Background: an optimization exercise with open tools, aiming at small area, a short achievable clock period and few clock cycles. Do not read the settings as production practice.
At most, simulation tests tie the RTL to the original design; equivalence was not proved.
Power figures rest on the tool's default switching activity, not on a simulated workload.

Setup of run 1:
==> module mvm_mac, before the edit <==
module mvm_mac
(
    input  logic                      clk,
    input  logic                      rst_n,
    input  logic                      e_mat,
    input  logic [VALUE_W-1:0]        e_value,
    input  logic [VALUE_W-1:0]        e_x,
    input  logic                      e_first,
    input  logic                      e_emit,
    input  logic [ROW_W-1:0]          res_row,
    input  logic                      res_last,
    output logic                      out_valid,
    input  logic                      out_ready,
    output logic [VALUE_W-1:0]        row_sum,
    output logic [ROW_W-1:0]          row_number,
    output logic                      last
);
    localparam int ND = VALUE_W / 2;      
    logic [VALUE_W-1:0]        op_a_reg;
    logic [ND-1:0]             op_one_reg, op_two_reg, op_neg_reg;
    logic                      op_first_reg, op_emit_reg;
    logic [3:0][PROD_W-1:0]    part_reg;
    logic                      part_first_reg, part_emit_reg;
    logic [1:0][PROD_W-1:0]    two_reg;
    logic                      two_first_reg, two_emit_reg;
    logic [PROD_W-1:0]         prod_reg;
    logic                      prod_emit_reg;
    logic [PROD_W-1:0]         acc_reg;           
    logic                      sat_pos_reg, sat_neg_reg;   
    logic                      keep_reg, max_reg, min_reg;  
    logic                      fin_emit_reg;
    logic                      out_valid_reg;
    logic [VALUE_W-1:0]        row_sum_reg, row_sum_next;
    logic [ROW_W-1:0]          row_number_reg;
    logic                      last_reg;
    logic [VALUE_W:0]          xb;
    logic [ND-1:0]             one, two, neg;
    logic [3:0][PROD_W-1:0]    part;
    logic [PROD_W-1:0]         fin0, fin1;
    logic [PROD_W-1:0]         acc_base;
    localparam int HALF_W = PROD_W / 2;
    logic [PROD_W:0]           acc_wide;
    logic [HALF_W:0]           acc_lo, acc_hi0, acc_hi1;
    logic                      ovf_pos, ovf_neg;
    logic [PROD_W-FRAC_W-1:0]  acc_shift;
    always_comb
    begin
        xb = e_mat ? {e_value, 1'b0} : '0;
        for (int i = 0; i < ND; i++)
        begin
            one[i] = xb[2*i+1] ^ xb[2*i];
            two[i] = (xb[2*i+2] & ~xb[2*i+1] & ~xb[2*i]) | (~xb[2*i+2] & xb[2*i+1] & xb[2*i]);
            neg[i] = xb[2*i+2];
        end
    end
    mvm_mul_tree u_tree (
        .a   (op_a_reg),    
        .one (op_one_reg),
        .two (op_two_reg),
        .neg (op_neg_reg),
        .r0  (part[0]),
        .r1  (part[1]),
        .r2  (part[2]),
        .r3  (part[3])
    );
    mvm_mul_fin u_fin (
        .r0 (part_reg[0]),
        .r1 (part_reg[1]),
        .r2 (part_reg[2]),
        .r3 (part_reg[3]),
        .s0 (fin0),
        .s1 (fin1)
    );
    always_ff @(posedge clk or negedge rst_n)
    begin
        if (!rst_n)
        begin
            op_emit_reg   <= 1'b0;
            part_emit_reg <= 1'b0;
            two_emit_reg  <= 1'b0;
            prod_emit_reg <= 1'b0;
            fin_emit_reg  <= 1'b0;
            out_valid_reg <= 1'b0;
        end
        else
        begin
            op_emit_reg   <= e_mat && e_emit;
            part_emit_reg <= op_emit_reg;
            two_emit_reg  <= part_emit_reg;
            prod_emit_reg <= two_emit_reg;
            fin_emit_reg  <= prod_emit_reg;
            out_valid_reg <= fin_emit_reg || (out_valid_reg && !out_ready);
        end
    end
    always_comb
    begin
        for (int i = 0; i < PROD_W; i++)
            acc_base[i] = (keep_reg && acc_reg[i]) || ((i == PROD_W - 1) ? min_reg : max_reg);
        acc_lo   = {1'b0, acc_base[HALF_W-1:0]} + {1'b0, prod_reg[HALF_W-1:0]};
        acc_hi0  = {acc_base[PROD_W-1], acc_base[PROD_W-1:HALF_W]}
                 + {prod_reg[PROD_W-1], prod_reg[PROD_W-1:HALF_W]};
        acc_hi1  = {acc_base[PROD_W-1], acc_base[PROD_W-1:HALF_W]}
                 + {prod_reg[PROD_W-1], prod_reg[PROD_W-1:HALF_W]} + (HALF_W+1)'(1);
        acc_wide = {acc_lo[HALF_W] ? acc_hi1 : acc_hi0, acc_lo[HALF_W-1:0]};
        ovf_pos  = !acc_wide[PROD_W] && acc_wide[PROD_W-1];
        ovf_neg  = acc_wide[PROD_W] && !acc_wide[PROD_W-1];
    end
    always_ff @(posedge clk)
    begin
        op_a_reg       <= e_x;
        op_one_reg     <= one;
        op_two_reg     <= two;
        op_neg_reg     <= neg;
        op_first_reg   <= e_mat && e_first;
        part_reg       <= part;
        part_first_reg <= op_first_reg;
        two_reg        <= {fin1, fin0};
        two_first_reg  <= part_first_reg;
        prod_reg       <= two_reg[0] + two_reg[1];
        acc_reg        <= acc_wide[PROD_W-1:0];
        sat_pos_reg    <= ovf_pos;
        sat_neg_reg    <= ovf_neg;
        keep_reg       <= !two_first_reg && !ovf_pos && !ovf_neg;
        max_reg        <= !two_first_reg && ovf_pos;
        min_reg        <= !two_first_reg && ovf_neg;
    end
    always_comb
    begin
        acc_shift = acc_reg[PROD_W-1:FRAC_W];
        if (sat_pos_reg)
            row_sum_next = {1'b0, {(VALUE_W-1){1'b1}}};
        else if (sat_neg_reg)
            row_sum_next = {1'b1, {(VALUE_W-1){1'b0}}};
        else if (acc_shift[PROD_W-FRAC_W-1:VALUE_W-1] == '0 || acc_shift[PROD_W-FRAC_W-1:VALUE_W-1] == '1)
            row_sum_next = acc_shift[VALUE_W-1:0];
        else
            row_sum_next = acc_shift[PROD_W-FRAC_W-1] ? {1'b1, {(VALUE_W-1){1'b0}}}
                                                      : {1'b0, {(VALUE_W-1){1'b1}}};
    end
    always_ff @(posedge clk)
    begin
        if (fin_emit_reg)
        begin
            row_sum_reg    <= row_sum_next;
            row_number_reg <= res_row;
            last_reg       <= res_last;
        end
    end
    assign out_valid  = out_valid_reg;
    assign row_sum    = row_sum_reg;
    assign row_number = row_number_reg;
    assign last       = last_reg;
endmodule
export LEC_CHECK = 0
export CAP_MARGIN = 20
export CORE_MARGIN = 2
export CORE_UTILIZATION = 60
export CTS_BUF_LIST = sky130_fd_sc_hd__clkbuf_16
export CTS_CLUSTER_DIAMETER = 50
export CTS_CLUSTER_SIZE = 28
export PLACE_DENSITY = 0.75
export SETUP_SLACK_MARGIN = 5
export SLEW_MARGIN = 20
create_clock -name core_clock -period 9.0 [get_ports {clk}]
standard.sh (not shown) runs the stock make flow with config.mk's settings and CLKGATE_MAP_FILE= SYNTH_SCRIPT=/design/flow/synth_recipe.tcl, a recipe that flattens the netlist after the stock synthesis.
==> flow/flow/run.sh <==
#!/bin/bash
set -euo pipefail
bash standard.sh SETUP_SLACK_MARGIN=5.6 finish > make.log 2>&1
What run 2 does differently from run 1 at the input level:
diff --git a/flow/design.v b/flow/design.v
--- a/flow/design.v
+++ b/flow/design.v
@@ -310,12 +310,10 @@
     logic [PROD_W-1:0]         fin0, fin1;
     logic [PROD_W-1:0]         acc_base;
-    localparam int HALF_W = PROD_W / 2;
     logic [PROD_W:0]           acc_wide;
-    logic [HALF_W:0]           acc_lo, acc_hi0, acc_hi1;
     logic                      ovf_pos, ovf_neg;
     logic [PROD_W-FRAC_W-1:0]  acc_shift;
     always_comb
     begin
-        xb = e_mat ? {e_value, 1'b0} : '0;
+        xb = {e_x, 1'b0};
         for (int i = 0; i < ND; i++)
         begin
@@ -326,5 +324,5 @@
     end
     mvm_mul_tree u_tree (
-        .a   (op_a_reg),    
+        .a   (op_a_reg),
         .one (op_one_reg),
         .two (op_two_reg),
@@ -368,10 +366,5 @@
         for (int i = 0; i < PROD_W; i++)
             acc_base[i] = (keep_reg && acc_reg[i]) || ((i == PROD_W - 1) ? min_reg : max_reg);
-        acc_lo   = {1'b0, acc_base[HALF_W-1:0]} + {1'b0, prod_reg[HALF_W-1:0]};
-        acc_hi0  = {acc_base[PROD_W-1], acc_base[PROD_W-1:HALF_W]}
-                 + {prod_reg[PROD_W-1], prod_reg[PROD_W-1:HALF_W]};
-        acc_hi1  = {acc_base[PROD_W-1], acc_base[PROD_W-1:HALF_W]}
-                 + {prod_reg[PROD_W-1], prod_reg[PROD_W-1:HALF_W]} + (HALF_W+1)'(1);
-        acc_wide = {acc_lo[HALF_W] ? acc_hi1 : acc_hi0, acc_lo[HALF_W-1:0]};
+        acc_wide = {acc_base[PROD_W-1], acc_base} + {prod_reg[PROD_W-1], prod_reg};
         ovf_pos  = !acc_wide[PROD_W] && acc_wide[PROD_W-1];
         ovf_neg  = acc_wide[PROD_W] && !acc_wide[PROD_W-1];
@@ -379,5 +372,5 @@
     always_ff @(posedge clk)
     begin
-        op_a_reg       <= e_x;
+        op_a_reg       <= e_mat ? e_value : '0;
         op_one_reg     <= one;
         op_two_reg     <= two;
Findings:
Run 2 ended with every stage complete and zero timing, DRC or antenna violations. Between run 2 and run 1, the difference in die extent in y is negligible. Run 2 leaves more setup margin than run 1. The net switching power in run 2 is 0.891 times that in run 1. Comparing run 2 and run 1, the higher detailed-route vias per instance was measured on run 2. The run showing the greater number of antenna violations at the first check in global routing is run 2. Run 2 vs. run 1: fraction of layout instances using a drive strength above 1 went down; final cell count without fillers rose 77; sequential share of layout area shows no meaningful change.
Testbench counts of run 2, summed over its fixed seeds: cycles 167,971.
No functional check of the RTL was part of run 1.

## port drivers added, routing unchanged
The flow's constraints put no driver on any port. The routed layouts listed below were extracted and timed again, unchanged, in two steps. Step 1: set_driving_cell puts a clkbuf_16 on clk and a buf_2 on each other input, an assumption about the parent block. Step 2 adds t to the input delays and takes it off the output delays; t is the mean of the earliest and latest rising clock arrival at the registers after step 1. Input paths then give back, and output paths get back, about the clock's delay inside the block. a / b / c = no drivers / after step 1 / after step 2; a / b = the first two.
| run | t (ns) | setup slack, ns | worst setup path at the end | clock arrival spread, ns | slew at the worst register clock pin (ns) |
|---|---|---|---|---|---|
| run 1 | 0.945 | 4.722 / 4.722 / 4.722 | register to register | 0.094 / 0.095 | 0.11 / 0.11 |
| run 2 | 0.958 | 5.514 / 5.514 / 4.810 | input to register | 0.070 / 0.070 | 0.11 / 0.11 |
After both steps setup and hold are still met in every run listed. The setup slack of run 2, which loses most, moves by 0.000 ns with the drivers and by -0.704 ns with both steps.
